What follows belongs to an exercise in optimizing a design on an open flow for small area and a short achievable clock period; a production flow would make more cautious choices. Function was checked by simulation only, so behaviour that the tests miss may differ from the original. No activity file was given, so power comes from the tool's default toggle rates.

<file path="design/flow/design.v">
module if_cell (
  input  logic Clock,
  input  logic wsel,    
  input  logic keep,    
  input  logic dd,      
  output logic q
);
  always_ff @(posedge Clock) begin
    q <= ~((q | wsel) & (dd | keep));
  end
endmodule
module if_col (
  input  logic [255:0] q,
  input  logic [255:0] rsel,
  input  logic         extra,
  output logic         y
);
  assign y = (|(q & rsel)) | extra;
endmodule
module instr_fetch (
  input  logic        Clock,
  input  logic        Reset,
  input  logic        Start,
  input  logic        LoadEn,
  input  logic [7:0]  LoadAddr,
  input  logic [15:0] LoadData,
  input  logic        Stall,
  output logic [15:0] Instruction,
  output logic        InstrValid,
  output logic [7:0]  PC,
  output logic        Halted
);
  logic               running;
  logic               wr_en;
  logic               wr_byp;     
  logic [7:0]         wr_addr;
  logic [15:0]        wr_data;
  logic               phase;
  always_ff @(posedge Clock) begin
    wr_en   <= LoadEn & ~running;
    wr_byp  <= LoadEn & ~running & (LoadAddr == 8'd0);
    wr_addr <= LoadAddr;
    wr_data <= LoadData;
    phase   <= ~phase;
  end
  logic [15:0]  wdec_hi, wdec_lo;
  logic [255:0] wsel, keep;
  logic [15:0]  dd;
  for (genvar k = 0; k < 16; k++) begin : g_wdec
    assign wdec_hi[k] = wr_en & (wr_addr[7:4] == 4'(k));
    assign wdec_lo[k] = (wr_addr[3:0] == 4'(k));
  end
  for (genvar i = 0; i < 256; i++) begin : g_wsel
    assign wsel[i] = wdec_hi[i / 16] & wdec_lo[i % 16];
    assign keep[i] = ~wsel[i];
  end
  assign dd = wr_data ^ {16{phase}};
  logic [15:0]  rd_hi, rd_lo;
  logic [255:0] rsel;
  for (genvar i = 0; i < 256; i++) begin : g_rsel
    if (i == 0) begin : g_z
      assign rsel[i] = rd_hi[0] & rd_lo[0] & ~wr_byp;
    end else begin : g_nz
      assign rsel[i] = rd_hi[i / 16] & rd_lo[i % 16];
    end
  end
  logic [255:0][15:0] cells;
  logic [15:0][255:0] cols;
  logic [15:0]        raw;
  logic [15:0]        word;
  for (genvar i = 0; i < 256; i++) begin : g_word
    for (genvar b = 0; b < 16; b++) begin : g_bit
      if_cell u_cell (
        .Clock (Clock),
        .wsel  (wsel[i]),
        .keep  (keep[i]),
        .dd    (dd[b]),
        .q     (cells[i][b])
      );
      assign cols[b][i] = cells[i][b];
    end
  end
  for (genvar b = 0; b < 16; b++) begin : g_col
    if_col u_col (.q(cols[b]), .rsel(rsel), .extra(dd[b] & wr_byp), .y(raw[b]));
  end
  assign word = raw ^ {16{phase}};
  logic spec, is_jmp, is_halt;
  logic adv, step, jump, hold;
  logic [15:0] jhi, jlo;
  assign spec    = word[15] & word[14] & word[13];
  assign is_jmp  = spec & ~word[12];
  assign is_halt = spec & word[12];
  assign adv     = running & ~Stall;
  assign step    = adv & ~spec;
  assign jump    = adv & is_jmp;
  assign hold    = running & (Stall | is_halt);
  for (genvar k = 0; k < 16; k++) begin : g_jdec
    assign jhi[k] = (word[7:4] == 4'(k));
    assign jlo[k] = (word[3:0] == 4'(k));
  end
  logic [15:0] rd_hi_n, rd_lo_n;
  for (genvar k = 0; k < 16; k++) begin : g_rdn
    localparam int KM = (k + 15) % 16;
    assign rd_lo_n[k] = (~running & ((k == 0) ? Start : (~Start & rd_lo[k]))) |
                        (hold & rd_lo[k]) | (step & rd_lo[KM]) | (jump & jlo[k]);
    assign rd_hi_n[k] = (~running & ((k == 0) ? Start : (~Start & rd_hi[k]))) |
                        ((hold | (step & ~rd_lo[15])) & rd_hi[k]) |
                        (step & rd_lo[15] & rd_hi[KM]) | (jump & jhi[k]);
  end
  always_ff @(posedge Clock or negedge Reset) begin
    if (!Reset) begin
      rd_hi <= 16'd1;
      rd_lo <= 16'd1;
    end else begin
      rd_hi <= rd_hi_n;
      rd_lo <= rd_lo_n;
    end
  end
  for (genvar j = 0; j < 4; j++) begin : g_enc
    logic [15:0] mask;
    for (genvar k = 0; k < 16; k++) begin : g_m
      assign mask[k] = ((k >> j) & 1) != 0;
    end
    assign PC[j]     = |(rd_lo & mask);
    assign PC[j + 4] = |(rd_hi & mask);
  end
  always_ff @(posedge Clock or negedge Reset) begin
    if (!Reset) begin
      running     <= 1'b0;
      Instruction <= '0;
      InstrValid  <= 1'b0;
      Halted      <= 1'b0;
    end else if (!running) begin
      InstrValid <= 1'b0;
      if (Start) begin
        running <= 1'b1;
        Halted  <= 1'b0;
      end
    end else if (!Stall) begin
      if (is_jmp) begin
        InstrValid <= 1'b0;
      end else if (is_halt) begin
        running    <= 1'b0;
        Halted     <= 1'b1;
        InstrValid <= 1'b0;
      end else begin
        Instruction <= word;
        InstrValid  <= 1'b1;
      end
    end
  end
endmodule
</file>
<file path="design/flow/run.sh">
#!/bin/bash
# synth_recipe.tcl (not shown) runs the flow's synth.tcl, then flattens the netlist and writes it again
# the make line also repeats each setting of config.mk as NAME=value (left out here)
make -C /OpenROAD-flow-scripts/flow DESIGN_CONFIG=/design/flow/config.mk WORK_HOME=/design/flow/orfs CLKGATE_MAP_FILE= SYNTH_SCRIPT=/design/flow/synth_recipe.tcl finish
</file>
<file path="design/flow/config.mk">
export PLATFORM = sky130hd
export DESIGN_NAME = instr_fetch
export DESIGN_NICKNAME = instr_fetch
export VERILOG_FILES = /design/flow/design.v
export SDC_FILE = /design/flow/constraint.sdc
export NUM_CORES = 4
export LEC_CHECK = 0
export CAP_MARGIN = 20
export CORE_MARGIN = 2
export CORE_UTILIZATION = 55
export CTS_CLUSTER_DIAMETER = 80
export CTS_CLUSTER_SIZE = 22
export SETUP_SLACK_MARGIN = 3.0
export SLEW_MARGIN = 20
export SYNTH_HIERARCHICAL = 1
</file>
<file path="design/flow/constraint.sdc">
create_clock -name core_clock -period 6.0 [get_ports {Clock}]
set_input_delay 1.2000 -clock core_clock [delete_from_list [all_inputs] [get_ports {Clock}]]
set_output_delay 1.2000 -clock core_clock [all_outputs]
set_load 0.01 [all_outputs]
</file>
==> results of run 1 <==
-- metal layers --
metal	part of all wire (%)	track usage [%]	vias up	routed length (microns)
li1	-	-	52100	-
met1	37	57.17	61880	216600
met2	42	62.93	8329	242600
met3	12	13.02	1807	72040
met4	8.2	29.87	28	47490
met5	0.058	0	-	337
-- worst paths after layout --
kind | end | cells past startpoint | slack, ps | startpoint
max in group asynchronous | rd_lo[9]$_DFF_PN0_ | 2 | 4840 | Reset
min reg2reg | g_word[208].g_bit[6].u_cell.q$_DFF_P_ | 1 | 440 | g_word[208].g_bit[6].u_cell.q$_DFF_P_
min in group asynchronous | rd_lo[15]$_DFF_PN0_ | 2 | 470 | Reset
min | g_word[208].g_bit[6].u_cell.q$_DFF_P_ | 1 | 440 | g_word[208].g_bit[6].u_cell.q$_DFF_P_
max | rd_hi[11]$_DFF_PN0_ | 13 | 1310 | rd_hi[3]$_DFF_PN0_
max reg2reg | rd_hi[11]$_DFF_PN0_ | 13 | 1310 | rd_hi[3]$_DFF_PN0_
-- timing repair --
action	4_1_cts	5_1_grt
hold buffers	0	0
gates resized for setup	799	232
setup buffers	174	44
gates cloned	16	7
endpoints found under the setup margin	4059	1770
pin swaps	109	39
-- flip-flops by register name, summed over array words and instances (netlist names), 8 cells and up --
signal / flops
rd_hi: 16
g_word.g_bit.u_cell.q: 4096
wr_addr: 8
rd_lo: 16
Instruction: 16
wr_data: 16
-- cells by family after synthesis --
kind of cell | Yosys count | synth area share (%)
AOI/OAI and AO/OA | 6230 | 31.91
DFF | 4174 | 61.58
and+or+nand+nor | 1295 | 5.377
buffers and inverters | 322 | 0.9027
xor gates and xnor gates | 31 | 0.1995
muxes | 4 | 0.02942
-- per-module statistics from Yosys (local to each module, per instance) --
module / flip-flops and latches / times used / cells
if_cell: 1 / 4096 / 2
instr_fetch: 78 / 1 / 1304
if_col: 0 / 16 / 160
-- through the flow --
step                utilization [%]  std cells  setup WS [ps]
floorplan                         -      12060          110.4
global route                  63.00      15960           1518
detailed placement            58.20      15480          481.4
CTS                           62.41      15900           1763
global placement              58.15      15470         -236.9
finish                        63.03      15990           1311
-- layout make-up --
| class | count | area [sq um] | share of cell area, % |
|---|---|---|---|
| inverters | 195 | 1295 | 0.8354 |
| well taps | 3220 | 4029 | 2.599 |
| clock inverters | 15 | 178.9 | 0.1154 |
| repair buffers | 567 | 6248 | 4.031 |
| flip-flops and latches | 4174 | 83950 | 54.16 |
| clock buffers | 221 | 5338 | 3.443 |
| diodes | 40 | 100.1 | 0.06457 |
| multi-input cells | 7562 | 53880 | 34.76 |
-- layout by cell type (no fill, tap or decap), types with 30 or more instances in the layout --
cell,instances
dfxtp_1,4116
o22ai_1,4101
a22oi_1,843
a22o_1,576
a221oi_1,469
buf_4,338
nand4_1,321
clkbuf_16,215
nand2_1,171
clkinvlp_4,151
nand2_2,123
and2_1,118
a221oi_2,100
and2_2,93
buf_12,80
nand3_1,72
and2_4,65
nor2_1,54
buf_6,50
nor4_1,47
inv_1,44
diode_2,40
nor4_4,36
nor2_4,30
-- cell usage after synthesis (all sizes together) (43+ instances only) --
cell type | count | area, sq um
dfrtp | 49 | 1226
a22o | 576 | 5045
nor2 | 111 | 416.7
a22oi | 864 | 6706
clkbuf | 119 | 446.7
a21oi | 43 | 215.2
o22ai | 4111 | 25720
nand2 | 298 | 1119
nor4 | 111 | 794.5
a221oi | 576 | 5245
nand3 | 77 | 385.4
nand4 | 337 | 2349
inv | 194 | 728.2
and2 | 274 | 1714
dfxtp | 4123 | 82540
-- report_power, final --
part	leakage (nW)	switching, mW	total [mW]	internal [mW]
Clock	2.71	8.94	15.3	6.35
Sequential	35.3	1.17	30.2	29.0
Combinational	20.3	9.60	14.5	4.94
==> results_dict.tcl, run 1 <==
set metrics [dict create \
    antenna_found_initial 49 \
    fin_tns_setup_ps 0 \
    dominantRegCellSynth "dfxtp_1" \
    fin_nets 12740 \
    wire_per_inst_microns 36.21 \
    wl_microns 579100 \
    via_count 124100 \
    design_power_total_mw 60.05 \
    syn_to_final_growth_pct 13.89 \
    crit_family "simple AND/OR/NAND/NOR gates" \
    power_density_mw_per_mm2 387.4 \
    crit_chain "buf_12 > and2_1 > a22o_1 > a221oi_2 > nand3_1 > nor4_1 > and3_1 > nand4_1 > buf_4 > nor3b_1 > a21oi_2 > nor3_1 > a221o_1" \
    cts_buffer_depth 3 \
    ys_warn_count 8 \
    cts-root-buf "clkbuf_16" \
    n_fill_cell 19700 \
    clock.fmax_mhz 213.3 \
    critical_path.max_fanout 16 \
    hold_viol 0 \
    drt-vias-per-instance 7.762 \
    clkTransAtPathRegs_ps 100 \
    max-slew-margin-rel_pct 20.03 \
    synth-seq-cells 4174 \
    peakVddDrop_uv 450.5 \
    min_period_ps 4689 \
    cts_max_level 4 \
    cts_sinks 4174 \
    synth_edf_count 0 \
    dp_hpwl_microns 367700 \
    cp_num_buf_inv 2 \
    clkLatencyLatePin_ps 920 \
    synthCells 12060 \
    numCtsBuffers 208 \
    drcViolationCount 0 \
    syn_area_sq_mm 0.1361 \
    postPlaceCellArea_sq_mm 0.1431 \
    critPathCaptureType "flop" \
    ys_async_sr_fraction_pct 1.222 \
    worstPathRequired_ps 6860 \
    grt_pass1_wl_microns 819200 \
    critPathLaunchType "flop" \
    die_x_microns 501.5 \
    rows 182 \
    io_pins 55 \
    ant_nets 0 \
    dieHeight_microns 501.5 \
    grt_setup_unrepaired "true" \
    worst_pin_slew_ps 1190 \
    cpPeakStageDelay_ps 800 \
    arrival_ps 5550 \
    die_area_sq_mm 0.2515 \
    dr.pass1.iters 9 \
    core_area_sq_mm 0.2459 \
    syn_area_per_cell_sq_um 11.29 \
    drv_cap 0 \
    track_usage_pct 43.98 \
    place_congestion 1.031 \
    yosysUniqueCellTypes 50 \
    ys_seq_area_share_pct 61.58 \
    outcome "timing/DRC/antenna clean" \
    fin_crit_sh_pct 78.15 \
    slew_violations 0 \
    drtIter0Drc 17080 \
    drive_above_1_share_pct 12.49 \
    grt_pass1_vias 113700 \
    cts_tree "done" \
    synth_fp_nets 12090 \
    skew_ps 38.16 \
    grt_max_degree 126 \
    hold_ws_ps 444.6 \
    final_area_sq_mm 0.1550 \
    port_buffers 54 \
    start_util_pct 55.34 \
    hp-class "flop to flop" \
    setup_violations 0 \
    leakage_nw 58.28 \
    slowest_stage "nor4_1" \
    crit_type "flop to flop" \
    grt-ovfl-total 0 \
]
==> run 2: changes to the inputs <==
--- a/design/flow/config.mk
+++ b/design/flow/config.mk
@@ -10,6 +10,7 @@
 export CORE_UTILIZATION = 55
 export CTS_CLUSTER_DIAMETER = 80
 export CTS_CLUSTER_SIZE = 22
-export SETUP_SLACK_MARGIN = 3.0
+export PLACE_DENSITY = 0.68
+export SETUP_SLACK_MARGIN = 3.5
 export SLEW_MARGIN = 20
 export SYNTH_HIERARCHICAL = 1
==> results_dict.tcl, run 2 <==
set metrics [dict create \
    r2r_end "Instruction[11]$_DFFE_PN0P_" \
    hold_buffers 0 \
    hold_viol 0 \
    setup_violations 0 \
    max-slew-margin-rel_pct -18.57 \
    grt-ovfl-total 0 \
    yosys.area.top_type "dfxtp_1" \
    clkTransAtPathRegs_ps 100 \
    wl_microns 676300 \
    cts-root-buf "clkbuf_16" \
    rows 182 \
    die_area_sq_mm 0.2515 \
    power_density_mw_per_mm2 355.7 \
    yosys-top-cells-count "dfxtp_1 (4123), o22ai_1 (4111), a22oi_1 (848), a22o_1 (576), a221oi_1 (544)" \
    worst_pin_slew_ps 1762 \
    synth_fp_nets 12090 \
    drcViolationCount 0 \
    critPathLaunchType "flop" \
    syn_area_per_cell_sq_um 11.29 \
    failed_checks "max-capacitance violations, max-slew violations" \
    cts_sinks 4174 \
    cts_tree "done" \
    drtIter0Drc 23850 \
    ys_async_sr_fraction_pct 1.222 \
    critical_path.max_fanout 16 \
    place_congestion 1.020 \
    top_register "g_word.g_bit.u_cell.q" \
    critPathCaptureType "flop" \
    r2r_start "rd_lo[15]$_DFF_PN0_" \
    dr.pass1.iters 13 \
    start_util_pct 55.34 \
    intPower_mw 40.96 \
    fin_crit_sh_pct 80.65 \
    final_cell_mix "dfxtp_1 (4116), o22ai_1 (3232), a22oi_1 (836)" \
    syn_to_final_growth_pct 27.40 \
    r2r_slack_ps 1160 \
    largest_reg_flops 4096 \
    reg2regPathDepth 8 \
    yosysUniqueCellTypes 50 \
    skew_ps 37.00 \
    io_pins 55 \
    startpoint "rd_lo[15]$_DFF_PN0_" \
    ys_seq_area_share_pct 61.58 \
    arrival_ps 5670 \
    power_frac_comb_pct 25.4 \
    drv_cap 1 \
    yosysMostFrequentCell "dfxtp_1" \
    power_frac_clock_pct 25.5 \
    track_usage_pct 41.77 \
    port_buffers 54 \
    multiInputGateArea_sq_mm 0.06110 \
    ys_warn_count 8 \
    p_seq_share_pct 49.1 \
    clock.fmax_mhz 206.7 \
    grt_max_degree 142 \
    grt_pass1_vias 112900 \
    wire_per_inst_microns 40.65 \
    worstPathRequired_ps 6830 \
    crit_top_cell "nand4_1" \
    cts_max_level 4 \
    numCtsBuffers 210 \
    synthCells 12060 \
    crit_chain "buf_4 > and2_2 > a221oi_1 > nand4_1 > nor4_1 > nand4_1 > xnor2_1 > o21ai_0" \
    dieHeight_microns 501.5 \
    die_x_microns 501.5 \
    dominantRegCellSynth "dfxtp_1" \
    design_power_total_mw 61.68 \
    synth_edf_count 0 \
    min_period_ps 4839 \
    layout.cells.non_filler 16640 \
    fin_nets 13360 \
    cts_buffer_depth 3 \
    layout_commonest_cell "dfxtp_1" \
    ff_latch_area_sq_mm 0.08394 \
    p_sw_mw 20.71 \
    slowest_stage "nor4_1" \
    crit_type "flop to flop" \
    clkLatencyLatePin_ps 950 \
    outcome "complete, but fails checks" \
    slew_violations 2 \
    drt-vias-per-instance 8.118 \
    via_count 135100 \
    hp-class "input port to asynchronous set/reset pin" \
    leakage_nw 66.33 \
    worstSetupEndpoint "Instruction[11]$_DFFE_PN0P_" \
    antenna_found_initial 57 \
    peakVddDrop_uv 355.7 \
    grt_setup_unrepaired "true" \
    dp_hpwl_microns 357700 \
    grt_pass1_wl_microns 787500 \
    synth-seq-cells 4174 \
    n_fill_cell 17090 \
    dpl.cell_count 15500 \
    cpPeakStageDelay_ps 1440 \
    synth_top_area_share_pct 60.64 \
    syn_area_sq_mm 0.1361 \
    core_area_sq_mm 0.2459 \
    drive_above_1_share_pct 24.21 \
    p_sw_share_pct 33.59 \
    yosys-top-cells-area "dfxtp_1 (61%), o22ai_1 (19%), a22oi_1 (4.7%), a22o_1 (3.7%), a221oi_1 (3.5%)" \
    ant_nets 0 \
]
run 2: cell counts after synthesis:
Identical to the previous run, type by type.
run 2: per-module statistics from Yosys, one instance, submodules excluded:
module,cells inside,cell area (sq um),flip-flops and latches
if_col,160,1294,0
if_cell,2,26.28,1
instr_fetch,1304,7785,78
run 2: timing repair:
action                                  in CTS  in global routing
buffers inserted                            87                444
cloned                                       2                308
resized for setup                          344               2554
endpoints found under the setup margin    4168               4173
pin swaps                                   43                 93
run 2: critical path: cells and delay by family, from the launching register on:
| family | cells | cell delay (ps) |
|---|---|---|
| buffers and inverters | 1 | 250 |
| flip-flops | 1 | 670 |
| XOR/XNOR | 1 | 350 |
| AND/OR/NAND/NOR | 4 | 2650 |
| AO/OA/AOI/OAI | 2 | 760 |
run 2: worst min path at each step:
stage | start | end | slack [ps] | cells after the start
floorplan | g_word[24].g_bit[0].u_cell.q$_DFF_P_ | g_word[24].g_bit[0].u_cell.q$_DFF_P_ | 420 | 1
global placement | g_word[50].g_bit[7].u_cell.q$_DFF_P_ | g_word[50].g_bit[7].u_cell.q$_DFF_P_ | 430 | 1
detailed placement | g_word[24].g_bit[12].u_cell.q$_DFF_P_ | g_word[24].g_bit[12].u_cell.q$_DFF_P_ | 440 | 1
CTS | g_word[2].g_bit[13].u_cell.q$_DFF_P_ | g_word[2].g_bit[13].u_cell.q$_DFF_P_ | 450 | 1
global route | g_word[186].g_bit[12].u_cell.q$_DFF_P_ | g_word[186].g_bit[12].u_cell.q$_DFF_P_ | 460 | 1
finish | Reset | rd_hi[6]$_DFF_PN0_ | 430 | 2
run 2: cell families (layout without fill, tap and decap cells):
kind of cell | after synthesis | after routing | synth area share, %
AO/OA/AOI/OAI | 6230 | 6230 | 31.91
flip-flops | 4174 | 4174 | 61.58
buffers and inverters | 322 | 1629 | 0.9027
multiplexers | 4 | 4 | 0.02942
XOR/XNOR | 31 | 31 | 0.1995
other | 0 | 53 | 0
AND/OR/NAND/NOR | 1295 | 1296 | 5.377
run 2: area by class of cell:
cell class,count,share of cell area (%)
clock buffers,227,3.146
diodes,53,0.07649
repair inverters,56,0.2338
well taps,3220,2.324
flip-flops and latches,4174,48.41
clock inverters,19,0.1256
repair buffers,1132,9.612
inverters,195,0.8313
multi-input cells,7561,35.24
run 2: per-layer routing:
metal  track usage (%)  routed length (microns)  vias up
met4             26.59                    73460       28
met2             59.71                   263300    12130
met3             10.93                   109800     3428
met1             55.98                   229400    66020
li1                  -                        -    53450
met5                 0                      385        -
run 2: power by group through the flow:
| stage | Clock [mW] | Sequential (mW) | Combinational [mW] |
|---|---|---|---|
| after detailed placement | 0 | 30.9 | 10.9 |
| after global routing | 16.4 | 30.3 | 15.0 |
| after global placement | 0 | 30.8 | 10.8 |
| final | 15.7 | 30.3 | 15.7 |
| after CTS | 15.5 | 30.1 | 12.1 |
| after floorplan | 0 | 30.2 | 4.86 |
run 2: per-stage QoR:
stage	area (sq um)	util (%)	setup WS (ps)	hold WS [ps]	TNS [ps]
finish	173400	70.50	1161	425.0	0
global route	173300	70.45	1435	455.4	0
CTS	151000	61.38	1807	449.5	0
detailed placement	143200	58.24	-11.03	436.5	-36.20
global placement	143100	58.20	130.5	429.1	0
floorplan	136500	-	110.4	421.3	0
==> run 3: changes to the inputs <==
--- a/design/flow/design.v
+++ b/design/flow/design.v
@@ -6,7 +6,7 @@
   output logic q
 );
   always_ff @(posedge Clock) begin
-    q <= ~((q | wsel) & (dd | keep));
+    q <= (q & keep) | (dd & wsel);
   end
 endmodule
 module if_col (
@@ -35,13 +35,11 @@
   logic               wr_byp;     
   logic [7:0]         wr_addr;
   logic [15:0]        wr_data;
-  logic               phase;
   always_ff @(posedge Clock) begin
     wr_en   <= LoadEn & ~running;
     wr_byp  <= LoadEn & ~running & (LoadAddr == 8'd0);
     wr_addr <= LoadAddr;
     wr_data <= LoadData;
-    phase   <= ~phase;
   end
   logic [15:0]  wdec_hi, wdec_lo;
   logic [255:0] wsel, keep;
@@ -54,7 +52,7 @@
     assign wsel[i] = wdec_hi[i / 16] & wdec_lo[i % 16];
     assign keep[i] = ~wsel[i];
   end
-  assign dd = wr_data ^ {16{phase}};
+  assign dd = wr_data;
   logic [15:0]  rd_hi, rd_lo;
   logic [255:0] rsel;
   for (genvar i = 0; i < 256; i++) begin : g_rsel
@@ -83,7 +81,7 @@
   for (genvar b = 0; b < 16; b++) begin : g_col
     if_col u_col (.q(cols[b]), .rsel(rsel), .extra(dd[b] & wr_byp), .y(raw[b]));
   end
-  assign word = raw ^ {16{phase}};
+  assign word = raw;
   logic spec, is_jmp, is_halt;
   logic adv, step, jump, hold;
   logic [15:0] jhi, jlo;
--- a/design/flow/config.mk
+++ b/design/flow/config.mk
@@ -10,7 +10,6 @@
 export CORE_UTILIZATION = 55
 export CTS_CLUSTER_DIAMETER = 80
 export CTS_CLUSTER_SIZE = 22
-export PLACE_DENSITY = 0.68
-export SETUP_SLACK_MARGIN = 3.5
+export SETUP_SLACK_MARGIN = 3.0
 export SLEW_MARGIN = 20
 export SYNTH_HIERARCHICAL = 1
==> results_dict.tcl, run 3 <==
set metrics [dict create \
    wl_microns 623900 \
    dieHeight_microns 519.4 \
    ys_warn_count 8 \
    synth_edf_count 0 \
    cts_max_level 4 \
    track_usage_pct 44.11 \
    final_area_sq_mm 0.1654 \
    cts-root-buf "clkbuf_16" \
    grt_pass1_vias 116300 \
    die_area_sq_mm 0.2698 \
    dominantRegCellSynth "dfxtp_1" \
    skew_ps 44.22 \
    io_pins 55 \
    syn_to_final_growth_pct 13.16 \
    drt-vias-per-instance 7.756 \
    synthCells 12000 \
    synth_fp_nets 12030 \
    drv_cap 0 \
    ant_nets 0 \
    top_register "g_word.g_bit.u_cell.q" \
    power_density_mw_per_mm2 287.1 \
    fin_nets 12710 \
    leakage_nw 61.79 \
    synth_compound_area_share_pct 36.65 \
    hold_viol 0 \
    r2r_start "rd_hi[10]$_DFF_PN0_" \
    hp-class "input port to asynchronous set/reset pin" \
    critPathCaptureType "flop" \
    worst_pin_slew_ps 1204 \
    ys_async_sr_fraction_pct 1.222 \
    ys_seq_area_share_pct 57.35 \
    dp_hpwl_microns 405000 \
    synthMuxAreaShare_pct 0.1002 \
    postPlaceCellArea_sq_mm 0.1539 \
    peakVddDrop_uv 303.8 \
    cts_buffer_depth 4 \
    critical_path.max_fanout 8 \
    synth_top_family_by_area "compound AO/OA/AOI/OAI gates" \
    place_congestion 1.011 \
    min_period_ps 4202 \
    synth-xor-area-share_pct 0 \
    dr.pass1.iters 10 \
    yosys.area.top_type "dfxtp_1" \
    port_buffers 54 \
    cts_sinks 4173 \
    via_count 126400 \
    layout_commonest_cell "a22o_1" \
    grt-ovfl-total 0 \
    final_cell_mix "a22o_1 (4672), dfxtp_1 (4100), a22oi_1 (839)" \
    critPathLaunchType "flop" \
    grt_max_degree 127 \
    wire_per_inst_microns 38.29 \
    core_area_sq_mm 0.2646 \
    yosys-top-cells-area "dfxtp_1 (56%), a22o_1 (28%), a22oi_1 (4.4%), a221oi_1 (3.3%), nand4_1 (1.4%)" \
    clkTransAtPathRegs_ps 90 \
    numCtsBuffers 214 \
    die_x_microns 519.4 \
    setup_violations 0 \
    hold_buffers 0 \
    arrival_ps 5040 \
    startpoint "rd_hi[10]$_DFF_PN0_" \
    drive_above_1_share_pct 12.88 \
    synth-simple-area-share_pct 5.492 \
    yosysMostFrequentCell "a22o_1" \
    antenna_found_initial 52 \
    crit_type "flop to flop" \
    max-slew-margin-rel_pct 19.41 \
    fin_tns_setup_ps 0 \
    drtIter0Drc 18970 \
    synth-seq-cells 4173 \
    synth_fa_ha_area_share_pct 0 \
    syn_area_per_cell_sq_um 12.18 \
    cts_tree "done" \
    start_util_pct 55.22 \
    clock.fmax_mhz 238.0 \
    outcome "timing/DRC/antenna clean" \
    worstPathRequired_ps 6840 \
    largest_reg_flops 4096 \
    slew_violations 0 \
    yosys-top-cells-count "a22o_1 (4673), dfxtp_1 (4122), a22oi_1 (848), a221oi_1 (544), nand4_1 (323)" \
    grt_pass1_wl_microns 878600 \
    clkLatencyLatePin_ps 970 \
    rows 189 \
    grt_setup_unrepaired "true" \
    synth_top_area_share_pct 56.47 \
    syn_area_sq_mm 0.1461 \
    yosysUniqueCellTypes 61 \
    fin_crit_sh_pct 70.03 \
    drcViolationCount 0 \
]
run 3: cell count changes after synthesis, moves of 15 or more:
cell | before | now
buf_2 | 4 | 26
xor2_1 | 16 | 0
xnor2_1 | 15 | 0
a21oi_1 | 43 | 16
o22ai_1 | 4111 | 0
o221ai_1 | 0 | 18
and2_1 | 274 | 249
a22o_1 | 576 | 4673
inv_1 | 194 | 10
nor2_1 | 111 | 306
o21ai_0 | 19 | 1
clkbuf_1 | 119 | 101
run 3: power by group:
group / leakage (nW) / switching (mW) / total [mW] / internal (mW)
Sequential: 33.9 / 0.453 / 28.6 / 28.1
Combinational: 25.1 / 2.16 / 3.07 / 0.903
Clock: 2.82 / 9.17 / 15.9 / 6.68
Total: 61.8 / 11.8 / 47.5 / 35.7
run 3: what timing repair did:
item / CTS / global route
endpoints found under the hold margin: 0 / 0
gates resized for setup: 742 / 212
endpoints found under the setup margin: 3933 / 1744
gates cloned: 3 / 3
pin swaps: 96 / 60
setup buffers: 145 / 56
run 3: final timing paths:
path                                                          to  depth (start not counted)  slack [ps]
max                                           rd_hi[3]$_DFF_PN0_                         11        1800
min                                          rd_hi[14]$_DFF_PN0_                          2         360
max reg2reg                                   rd_hi[3]$_DFF_PN0_                         11        1800
min reg2reg                g_word[246].g_bit[8].u_cell.q$_DFF_P_                          1         490
max in group asynchronous                    rd_lo[11]$_DFF_PN0_                          2        5060
min in group core_clock    g_word[246].g_bit[8].u_cell.q$_DFF_P_                          1         490
run 3: final cells by class:
class                      instances  area [sq um]
fill                           20840         99270
sequential                      4173         83970
multi-input combinational       7683         65410
timing repair buffer             599          5619
clock buffer                     240          5617
tap                             3533          4420
clock inverter                    13         126.4
antenna                           39         97.59
inverter                          13         93.84
run 3: layer usage:
layer	global-route usage [%]	up-vias	part of all wire (%)	wire length, microns
met5	0	-	0.032	199
met4	29.75	22	7.8	48870
met3	13.15	1706	13	79960
met2	60.63	8868	41	253700
met1	59.48	64000	39	241200
li1	-	51780	-	-
run 3: stage by stage:
stage	hold slack (ps)	setup WS (ps)	utilization [%]	power (mW)	instances
floorplan	455.3	2813	-	29.94	12000
global placement	465.5	560.2	58.04	31.53	15780
detailed placement	470.1	575.8	58.17	31.58	15790
CTS	362.1	2060	61.87	47.14	16190
global route	423.3	1866	62.46	48.31	16260
finish	362.2	1798	62.49	47.47	16290
run 3: cell families (layout without fill, tap and decap cells):
| kind of cell | Yosys count | after routing |
|---|---|---|
| compound gates | 6196 | 6197 |
| buf+inv | 146 | 865 |
| flops | 4173 | 4173 |
| mux | 13 | 13 |
| other cells | 0 | 39 |
| simple gates | 1470 | 1473 |
run 3: per-module statistics from Yosys, one instance, submodules excluded:
module	cells	flops+latches	cell area [sq um]
if_col	160	0	1294
instr_fetch	1246	77	7555
if_cell	2	1	28.78
run 3: worst max-delay path, stage by stage (launching register included):
cell and delay (ps):
dfrtp_4 580, buf_12 190, and2_4 210, a22o_1 200
a221oi_2 230, nand4_1 630, nor4_4 660, buf_4 210
nand4_1 130, and4_2 320, o31a_2 370, a221o_1 310
==> run 4: changes to the inputs <==
--- a/design/flow/design.v
+++ b/design/flow/design.v
@@ -6,8 +6,31 @@
   output logic q
 );
   always_ff @(posedge Clock) begin
-    q <= (q & keep) | (dd & wsel);
+    q <= ~((q | wsel) & (dd | keep));
   end
+endmodule
+module if_or8 (
+  input  logic [7:0] q,
+  input  logic [7:0] s,
+  output logic       y
+);
+  logic [3:0] p_n;
+  for (genvar i = 0; i < 4; i++) begin : g_p
+    assign p_n[i] = ~((q[2*i] & s[2*i]) | (q[2*i+1] & s[2*i+1]));
+  end
+  assign y = ~&p_n;
+endmodule
+module if_nand4 (
+  input  logic [3:0] a,
+  output logic       y
+);
+  assign y = ~&a;
+endmodule
+module if_nor2 (
+  input  logic [1:0] a,
+  output logic       y_n
+);
+  assign y_n = ~|a;
 endmodule
 module if_col (
   input  logic [255:0] q,
@@ -15,7 +38,23 @@
   input  logic         extra,
   output logic         y
 );
-  assign y = (|(q & rsel)) | extra;
+  logic [31:0]  l2;      
+  logic [15:0]  l3_n;    
+  logic [3:0]   l4;      
+  logic [1:0]   l5_n;    
+  for (genvar i = 0; i < 32; i++) begin : g_l2
+    if_or8 u (.q(q[8*i +: 8]), .s(rsel[8*i +: 8]), .y(l2[i]));
+  end
+  for (genvar i = 0; i < 16; i++) begin : g_l3
+    if_nor2 u (.a(l2[2*i +: 2]), .y_n(l3_n[i]));
+  end
+  for (genvar i = 0; i < 4; i++) begin : g_l4
+    if_nand4 u (.a(l3_n[4*i +: 4]), .y(l4[i]));
+  end
+  for (genvar i = 0; i < 2; i++) begin : g_l5
+    if_nor2 u (.a(l4[2*i +: 2]), .y_n(l5_n[i]));
+  end
+  assign y = ~(l5_n[0] & l5_n[1]) | extra;
 endmodule
 module instr_fetch (
   input  logic        Clock,
@@ -35,11 +74,13 @@
   logic               wr_byp;     
   logic [7:0]         wr_addr;
   logic [15:0]        wr_data;
+  logic               phase;
   always_ff @(posedge Clock) begin
     wr_en   <= LoadEn & ~running;
     wr_byp  <= LoadEn & ~running & (LoadAddr == 8'd0);
     wr_addr <= LoadAddr;
     wr_data <= LoadData;
+    phase   <= ~phase;
   end
   logic [15:0]  wdec_hi, wdec_lo;
   logic [255:0] wsel, keep;
@@ -52,7 +93,7 @@
     assign wsel[i] = wdec_hi[i / 16] & wdec_lo[i % 16];
     assign keep[i] = ~wsel[i];
   end
-  assign dd = wr_data;
+  assign dd = wr_data ^ {16{phase}};
   logic [15:0]  rd_hi, rd_lo;
   logic [255:0] rsel;
   for (genvar i = 0; i < 256; i++) begin : g_rsel
@@ -81,7 +122,7 @@
   for (genvar b = 0; b < 16; b++) begin : g_col
     if_col u_col (.q(cols[b]), .rsel(rsel), .extra(dd[b] & wr_byp), .y(raw[b]));
   end
-  assign word = raw;
+  assign word = raw ^ {16{phase}};
   logic spec, is_jmp, is_halt;
   logic adv, step, jump, hold;
   logic [15:0] jhi, jlo;
==> results_dict.tcl, run 4 <==
set metrics [dict create \
    worstPathRequired_ps 6810 \
    track_usage_pct 41.00 \
    cpPeakStageDelay_ps 600 \
    drive_above_1_share_pct 12.01 \
    drt-vias-per-instance 7.589 \
    r2r_start "rd_lo[3]$_DFF_PN0_" \
    drv_cap 0 \
    p_sw_mw 18.29 \
    dieHeight_microns 500.5 \
    r2r_end "rd_hi[7]$_DFF_PN0_" \
    ys_seq_area_share_pct 61.82 \
    synth-seq-cells 4174 \
    cts_max_level 4 \
    final_cell_mix "dfxtp_1 (4117), o22ai_1 (4099), a22oi_1 (1956)" \
    outcome "timing/DRC/antenna clean" \
    layout_commonest_cell "dfxtp_1" \
    largest_reg_flops 4096 \
    hold_viol 0 \
    startpoint "rd_lo[3]$_DFF_PN0_" \
    ant_nets 0 \
    syn_area_per_cell_sq_um 10.91 \
    power_density_mw_per_mm2 376.4 \
    syn_area_sq_mm 0.1356 \
    die_x_microns 500.5 \
    synthCells 12430 \
    top_register "g_word.g_bit.u_cell.q" \
    slowest_stage "dfrtp_4" \
    dominantRegCellSynth "dfxtp_1" \
    synth_top_area_share_pct 60.88 \
    grt_max_degree 138 \
    leakage_nw 56.58 \
    numCtsBuffers 208 \
    arrival_ps 5050 \
    cts-root-buf "clkbuf_16" \
    peakVddDrop_uv 339.6 \
    ff_latch_area_sq_mm 0.08395 \
    clock.fmax_mhz 235.9 \
    die_area_sq_mm 0.2505 \
    max-slew-margin-rel_pct 21.43 \
    hp-class "input port to asynchronous set/reset pin" \
    power_frac_clock_pct 26.5 \
    critPathCaptureType "flop" \
    cts_sinks 4174 \
    worstSetupEndpoint "rd_hi[7]$_DFF_PN0_" \
    setup_violations 0 \
    intPower_mw 39.39 \
    slew_violations 0 \
    hold_buffers 0 \
    ys_async_sr_fraction_pct 1.222 \
    antenna_found_initial 31 \
    cts_tree "done" \
    via_count 123000 \
    wl_microns 540000 \
    io_pins 55 \
    min_period_ps 4239 \
    port_buffers 54 \
    fin_crit_sh_pct 70.65 \
    yosys-top-cells-area "dfxtp_1 (61%), o22ai_1 (19%), a22oi_1 (11%), nand4_1 (2.7%), and2_1 (1.3%)" \
    synth_edf_count 0 \
    power_frac_comb_pct 21.3 \
    clkTransAtPathRegs_ps 100 \
    dp_hpwl_microns 340700 \
    r2r_slack_ps 1760 \
    crit_type "flop to flop" \
    p_sw_share_pct 31.71 \
    reg2regPathDepth 12 \
    yosysUniqueCellTypes 47 \
    grt_setup_unrepaired "true" \
    critical_path.max_fanout 7 \
    multiInputGateArea_sq_mm 0.05359 \
    yosys.area.top_type "dfxtp_1" \
    p_seq_share_pct 52.2 \
    clkLatencyLatePin_ps 920 \
    ys_warn_count 8 \
    synth_fp_nets 12460 \
    cts_buffer_depth 3 \
    layout.cells.non_filler 16200 \
    worst_pin_slew_ps 1174 \
    rows 182 \
    skew_ps 32.02 \
    fin_nets 12950 \
    dpl.cell_count 15740 \
    place_congestion 0.9859 \
    grt_pass1_wl_microns 776300 \
    fin_tns_setup_ps 0 \
    grt_pass1_vias 112000 \
    drtIter0Drc 19510 \
    crit_chain "buf_12 > and2_4 > a22oi_1 > nand4_1 > nor2_4 > nand4_1 > nor2_4 > nand3b_1 > or4b_4 > and4_4 > or3_4 > o221ai_2" \
    syn_to_final_growth_pct 13.03 \
    yosysMostFrequentCell "dfxtp_1" \
    critPathLaunchType "flop" \
    start_util_pct 55.23 \
    yosys-top-cells-count "dfxtp_1 (4123), o22ai_1 (4111), a22oi_1 (2048), nand4_1 (579), nor2_1 (399)" \
    dr.pass1.iters 8 \
    grt-ovfl-total 0 \
    drcViolationCount 0 \
    wire_per_inst_microns 33.33 \
    core_area_sq_mm 0.2455 \
    n_fill_cell 19930 \
]
## run 4: cell types whose count changed in the layout (fill, tap and decap cells not counted), sizes merged, moves of 57 or more
cell / change
nor4: -95
inv: +57
clkinvlp: +136
a221oi: -576
a22o: -4673
nand3: -79
nand4: +240
nor2: +90
a22oi: +1184
buf: -194
o22ai: +4111
## run 4: area by class of cell
cell class                 count  share of cell area (%)
inverter                     199                  0.8425
sequential                  4174                   54.78
multi-input combinational   7932                   34.97
tap                         3220                   2.629
clock inverter                14                  0.1078
clock buffer                 227                   3.518
antenna                       30                 0.04898
timing repair buffer         406                   3.107
## run 4: how the worst min path moves through the flow
stage / startpoint / to / slack [ps] / cells past startpoint
final: Reset / Instruction[7]$_DFFE_PN0P_ / 430 / 2
after global routing: g_word[89].g_bit[2].u_cell.q$_DFF_P_ / g_word[89].g_bit[2].u_cell.q$_DFF_P_ / 450 / 1
after CTS: Reset / Instruction[0]$_DFFE_PN0P_ / 430 / 2
after detailed placement: g_word[126].g_bit[1].u_cell.q$_DFF_P_ / g_word[126].g_bit[1].u_cell.q$_DFF_P_ / 440 / 1
after global placement: g_word[102].g_bit[14].u_cell.q$_DFF_P_ / g_word[102].g_bit[14].u_cell.q$_DFF_P_ / 430 / 1
after floorplan: g_word[100].g_bit[0].u_cell.q$_DFF_P_ / g_word[100].g_bit[0].u_cell.q$_DFF_P_ / 420 / 1
## run 4: stage by stage
stage / hold slack [ps] / power [mW] / cell area [sq um] / setup slack (ps) / util (%)
2_1_floorplan: 422.5 / 34.52 / 136000 / 445.9 / -
3_3_place_gp: 429.5 / 39.63 / 141800 / 844.0 / 57.75
3_5_place_dp: 437.7 / 39.76 / 141800 / 742.9 / 57.77
4_1_cts: 434.2 / 55.94 / 150900 / 2033 / 61.47
5_1_grt: 454.7 / 58.72 / 153200 / 1818 / 62.41
6_report: 429.8 / 57.68 / 153300 / 1761 / 62.43
## run 4: layer usage
layer	GRT usage (%)	wire (microns)	part of all wire, %
met1	56.78	214100	40
met2	58.37	224700	42
met3	9.571	62590	12
met4	23.98	38400	7.1
met5	0	146	0.027
## run 4: power by group through the flow
stage | combinational (mW) | clock [mW] | sequential (mW)
after detailed placement | 8.69 | 0 | 31.1
final | 12.3 | 15.3 | 30.1
after CTS | 10.5 | 15.3 | 30.0
after global placement | 8.59 | 0 | 31.0
after floorplan | 4.38 | 0 | 30.1
after global routing | 12.2 | 16.3 | 30.2
## run 4: cell families after synthesis
family,share of synthesized area (%)
compound gates,30.64
flops,61.82
simple gates,6.397
buf+inv,0.9154
xor+xnor,0.2003
mux,0.03045
## run 4: per-module statistics from Yosys, one instance, submodules excluded
module | flops+latches | area [sq um] | cells inside
if_cell | 1 | 26.28 | 2
if_col | 0 | 7.507 | 1
instr_fetch | 78 | 7781 | 1306
if_or8 | 0 | 36.28 | 5
if_nor2 | 0 | 3.754 | 1
if_nand4 | 0 | 6.256 | 1
## run 4: timing repair
action	CTS	global route
buffers inserted	112	61
pin swaps	92	122
cloned	10	4
gates resized for setup	817	487
setup endpoints to repair	3715	1921
## run 4: critical path, delay by kind of cell (launching register included)
kind	cells	cell delay (ps)
and+or+nand+nor	9	2810
AOI/OAI and AO/OA	2	480
buffers and inverters	1	200
DFF	1	600
==> run 5: changes to the inputs <==
--- a/design/flow/design.v
+++ b/design/flow/design.v
@@ -140,32 +140,20 @@
   logic [15:0] rd_hi_n, rd_lo_n;
   for (genvar k = 0; k < 16; k++) begin : g_rdn
     localparam int KM = (k + 15) % 16;
-    assign rd_lo_n[k] = (~running & ((k == 0) ? Start : (~Start & rd_lo[k]))) |
-                        (hold & rd_lo[k]) | (step & rd_lo[KM]) | (jump & jlo[k]);
-    assign rd_hi_n[k] = (~running & ((k == 0) ? Start : (~Start & rd_hi[k]))) |
+    assign rd_lo_n[k] = (~running & (k == 0)) | (hold & rd_lo[k]) |
+                        (step & rd_lo[KM]) | (jump & jlo[k]);
+    assign rd_hi_n[k] = (~running & (k == 0)) |
                         ((hold | (step & ~rd_lo[15])) & rd_hi[k]) |
                         (step & rd_lo[15] & rd_hi[KM]) | (jump & jhi[k]);
   end
-  always_ff @(posedge Clock or negedge Reset) begin
-    if (!Reset) begin
-      rd_hi <= 16'd1;
-      rd_lo <= 16'd1;
-    end else begin
-      rd_hi <= rd_hi_n;
-      rd_lo <= rd_lo_n;
-    end
-  end
-  for (genvar j = 0; j < 4; j++) begin : g_enc
-    logic [15:0] mask;
-    for (genvar k = 0; k < 16; k++) begin : g_m
-      assign mask[k] = ((k >> j) & 1) != 0;
-    end
-    assign PC[j]     = |(rd_lo & mask);
-    assign PC[j + 4] = |(rd_hi & mask);
+  always_ff @(posedge Clock) begin
+    rd_hi <= rd_hi_n;
+    rd_lo <= rd_lo_n;
   end
   always_ff @(posedge Clock or negedge Reset) begin
     if (!Reset) begin
       running     <= 1'b0;
+      PC          <= '0;
       Instruction <= '0;
       InstrValid  <= 1'b0;
       Halted      <= 1'b0;
@@ -173,10 +161,12 @@
       InstrValid <= 1'b0;
       if (Start) begin
         running <= 1'b1;
+        PC      <= '0;
         Halted  <= 1'b0;
       end
     end else if (!Stall) begin
       if (is_jmp) begin
+        PC         <= word[7:0];
         InstrValid <= 1'b0;
       end else if (is_halt) begin
         running    <= 1'b0;
@@ -185,6 +175,7 @@
       end else begin
         Instruction <= word;
         InstrValid  <= 1'b1;
+        PC          <= PC + 8'd1;
       end
     end
   end
==> results_dict.tcl, run 5 <==
set metrics [dict create \
    n_fill_cell 20220 \
    place_congestion 1.004 \
    synth_fp_nets 12480 \
    dieHeight_microns 501.1 \
    use_met3_pct 11.13 \
    cpPeakStageDelay_ps 520 \
    synth_top_area_share_pct 61.21 \
    synthMuxAreaShare_pct 0.05156 \
    hp-class "flop to flop" \
    r2r_end "PC[7]$_DFFE_PN0P_" \
    final_cell_mix "dfxtp_1 (4118), o22ai_1 (4097), a22oi_1 (2016)" \
    fin_tns_setup_ps 0 \
    fin_nets 13020 \
    cts_tree "done" \
    die_x_microns 501.1 \
    grtUsageMet2_pct 60.21 \
    crit_chain "buf_12 > and2_4 > buf_12 > a22oi_2 > nand4_1 > nor2_2 > nand4_1 > nor2_4 > buf_6 > nand3b_1 > and4b_2 > buf_4 > or3_4 > o22ai_2 > a32o_1" \
    die_area_sq_mm 0.2511 \
    r2r_slack_ps 1630 \
    drive_above_1_share_pct 10.33 \
    synth-xor-area-share_pct 0.2127 \
    yosysUniqueCellTypes 47 \
    wire_per_inst_microns 34.24 \
    layout_commonest_cell "dfxtp_1" \
    rows 182 \
    whs_path_depth 1 \
    wl_microns 557400 \
    synth_top_family_by_area "compound AO/OA/AOI/OAI gates" \
    syn_to_final_growth_pct 12.15 \
    startpoint "rd_lo[9]$_DFF_P_" \
    min_period_ps 4367 \
    grt_setup_unrepaired "true" \
    slowest_stage "or3_4" \
    via_count 125100 \
    antenna_found_initial 33 \
    design_power_total_mw 47.94 \
    drtIter0Drc 19360 \
    grt_pass1_wl_microns 796400 \
    intPower_mw 35.61 \
    drt-vias-per-instance 7.684 \
    fin_crit_sh_pct 72.78 \
    yosys-top-cells-area "dfxtp_1 (61%), o22ai_1 (19%), a22oi_1 (11%), nand4_1 (2.7%), and2_1 (1.2%)" \
    final_area_sq_mm 0.1524 \
    grt_pass1_vias 113800 \
    critPathLaunchType "flop" \
    top_usage_layer "met2" \
    clock.fmax_mhz 229.0 \
    layout_setup_ws_ps 1633 \
    hold-path-endpoint "g_word[37].g_bit[3].u_cell.q$_DFF_P_" \
    postPlaceCellArea_sq_mm 0.1426 \
    drcViolationCount 0 \
    yosys-top-cells-count "dfxtp_1 (4155), o22ai_1 (4099), a22oi_1 (2048), nand4_1 (578), nor2_1 (384)" \
    synthCells 12450 \
    worst_pin_slew_ps 1313 \
    synth-simple-area-share_pct 6.329 \
    io_pins 55 \
    leakage_nw 56.62 \
    clkLatencyLatePin_ps 920 \
    dominantRegCellSynth "dfxtp_1" \
    start_util_pct 55.31 \
    syn_area_sq_mm 0.1359 \
    worstPathRequired_ps 6850 \
    critical_path.max_fanout 8 \
    cts-root-buf "clkbuf_16" \
    p_seq_share_pct 59.0 \
    hp-start "g_word[37].g_bit[3].u_cell.q$_DFF_P_" \
    setup_violations 0 \
    numCtsBuffers 209 \
    port_buffers 54 \
    power_frac_comb_pct 8.7 \
    synth_fa_ha_area_share_pct 0.009207 \
    ys_seq_area_share_pct 61.70 \
    grt-ovfl-total 0 \
    crit_type "flop to flop" \
    ant_nets 0 \
    dr.pass1.iters 7 \
    max-slew-margin-rel_pct 12.46 \
    yosysMostFrequentCell "dfxtp_1" \
    clkTransAtPathRegs_ps 90 \
    track_usage_pct 42.36 \
    outcome "timing/DRC/antenna clean" \
    hold_viol 0 \
    use_met1_pct 58.00 \
    post-place-ws_ps 680.2 \
    drv_cap 0 \
    multiInputGateArea_sq_mm 0.05290 \
    critPathCaptureType "flop" \
    ys_warn_count 8 \
    core_area_sq_mm 0.2457 \
    dp_hpwl_microns 352000 \
    post-route-util_pct 62.03 \
    synth_compound_area_share_pct 30.77 \
    top_register "g_word.g_bit.u_cell.q" \
    cts_max_level 4 \
    layout.cells.non_filler 16280 \
    dpl.cell_count 15850 \
    cts_sinks 4182 \
    yosys.area.top_type "dfxtp_1" \
    arrival_ps 5210 \
    slew_violations 0 \
    r2r_start "rd_lo[9]$_DFF_P_" \
    skew_ps 39.85 \
    power_density_mw_per_mm2 314.6 \
    largest_reg_flops 4096 \
    syn_area_per_cell_sq_um 10.92 \
    synth-seq-cells 4182 \
    p_sw_share_pct 25.72 \
    grt_max_degree 130 \
    ff_latch_area_sq_mm 0.08396 \
    p_sw_mw 12.33 \
    peakVddDrop_uv 352.8 \
    cts_buffer_depth 3 \
    synth_edf_count 0 \
    reg2regPathDepth 15 \
    hold_ws_ps 446.6 \
    ys_async_sr_fraction_pct 0.6456 \
    power_frac_clock_pct 32.3 \
]
==> run 5: cell types whose count changed in the layout (fill, tap and decap cells not counted), sizes merged, moves of 12 or more <==
cell / delta
dfxtp: +32
o221ai: +27
dfrtp: -22
nand2: +18
o21ai: +13
nor2: -12
==> run 5: repair_timing <==
action | 4_1_cts | 5_1_grt
gates resized for setup | 683 | 220
cloned | 18 | 1
setup buffers | 108 | 23
endpoints found under the setup margin | 3644 | 1571
hold buffers | 0 | 0
pin swaps | 77 | 48
==> run 5: kinds of logic after synthesis <==
kind of cell,after synthesis
compound gates,6258
flops,4182
simple gates,1650
buf+inv,317
xor+xnor,33
mux,6
fa+ha+maj,1
==> run 5: routing by layer <==
layer | vias up | wire [microns]
li1 | 52890 | -
met1 | 62010 | 218300
met2 | 8514 | 233400
met3 | 1687 | 68230
met4 | 14 | 37420
met5 | - | 92
==> run 5: modules after synthesis, one instance, submodules excluded <==
module	times used	cell area, sq um	flip-flops and latches
if_col	16	7.507	0
if_or8	512	36.28	0
instr_fetch	1	8100	86
if_nor2	288	3.754	0
if_nand4	64	6.256	0
if_cell	4096	26.28	1
==> run 5: worst max-delay path: cells and delay by family (launching register included) <==
kind                   cells  cell delay (ps)
and+or+nand+nor            8             2640
buffers and inverters      4              630
DFF                        1              440
AOI/OAI and AO/OA          3              550
==> run 5: power by group through the flow <==
stage | Clock (mW) | Combinational [mW] | Sequential (mW)
after floorplan | 0 | 1.46 | 28.7
after global placement | 0 | 3.09 | 29.0
after detailed placement | 0 | 3.10 | 29.0
after CTS | 15.5 | 3.71 | 28.3
after global routing | 16.4 | 4.07 | 28.3
final | 15.5 | 4.16 | 28.3
==> run 5: worst max path at each step <==
stage,end,slack (ps)
final,PC[7]$_DFFE_PN0P_,1630
after detailed placement,PC[7]$_DFFE_PN0P_,680
after global routing,rd_hi[0]$_DFF_P_,1720
after CTS,PC[0]$_DFFE_PN0P_,2040
after global placement,PC[7]$_DFFE_PN0P_,670
after floorplan,PC[5]$_DFFE_PN0P_,660
==> run 5: final cells by class <==
cell class                      instances  area share, %
Sequential cell                      4182          55.09
Multi-Input combinational cell       7957          34.71
Clock buffer                          227          3.565
Timing Repair Buffer                  425          2.914
Tap cell                             3220          2.643
Inverter                              212         0.8768
Clock inverter                         18         0.1371
Antenna cell                           40        0.06568

[re-timing with driven ports]
Ports are ideal in the flow. The routed layouts listed here were re-timed in OpenROAD.
Step 1, drivers: a clkbuf_16 drives Clock and a buf_2 each remaining input, both assumed.
Step 2, shift: input delay + t, output delay - t, t = (earliest + latest rising clock arrival at the registers) / 2. This alone moves slack from input paths to output paths.
Three values: ideal ports, drivers, drivers and shift; two values: the first two.
run | t, ns | slack for setup (ns) | worst hold slack (ns) | worst setup path at the end | slew at the worst register clock pin (ns)
run 1 | 1.004 | 1.311 / 1.311 / 1.311 | 0.445 / 0.398 / 0.445 | register to register | 0.10 / 0.10
run 2 | 1.040 | 1.161 / 1.161 / 1.161 | 0.425 / 0.343 / 0.446 | register to register | 0.10 / 0.10
run 3 | 1.050 | 1.798 / 1.798 / 1.798 | 0.362 / 0.477 / 0.490 | register to register | 0.10 / 0.10
run 4 | 0.993 | 1.761 / 1.761 / 1.761 | 0.430 / 0.369 / 0.446 | register to register | 0.10 / 0.10
run 5 | 1.018 | 1.633 / 1.633 / 1.633 | 0.447 / 0.447 / 0.447 | register to register | 0.10 / 0.10
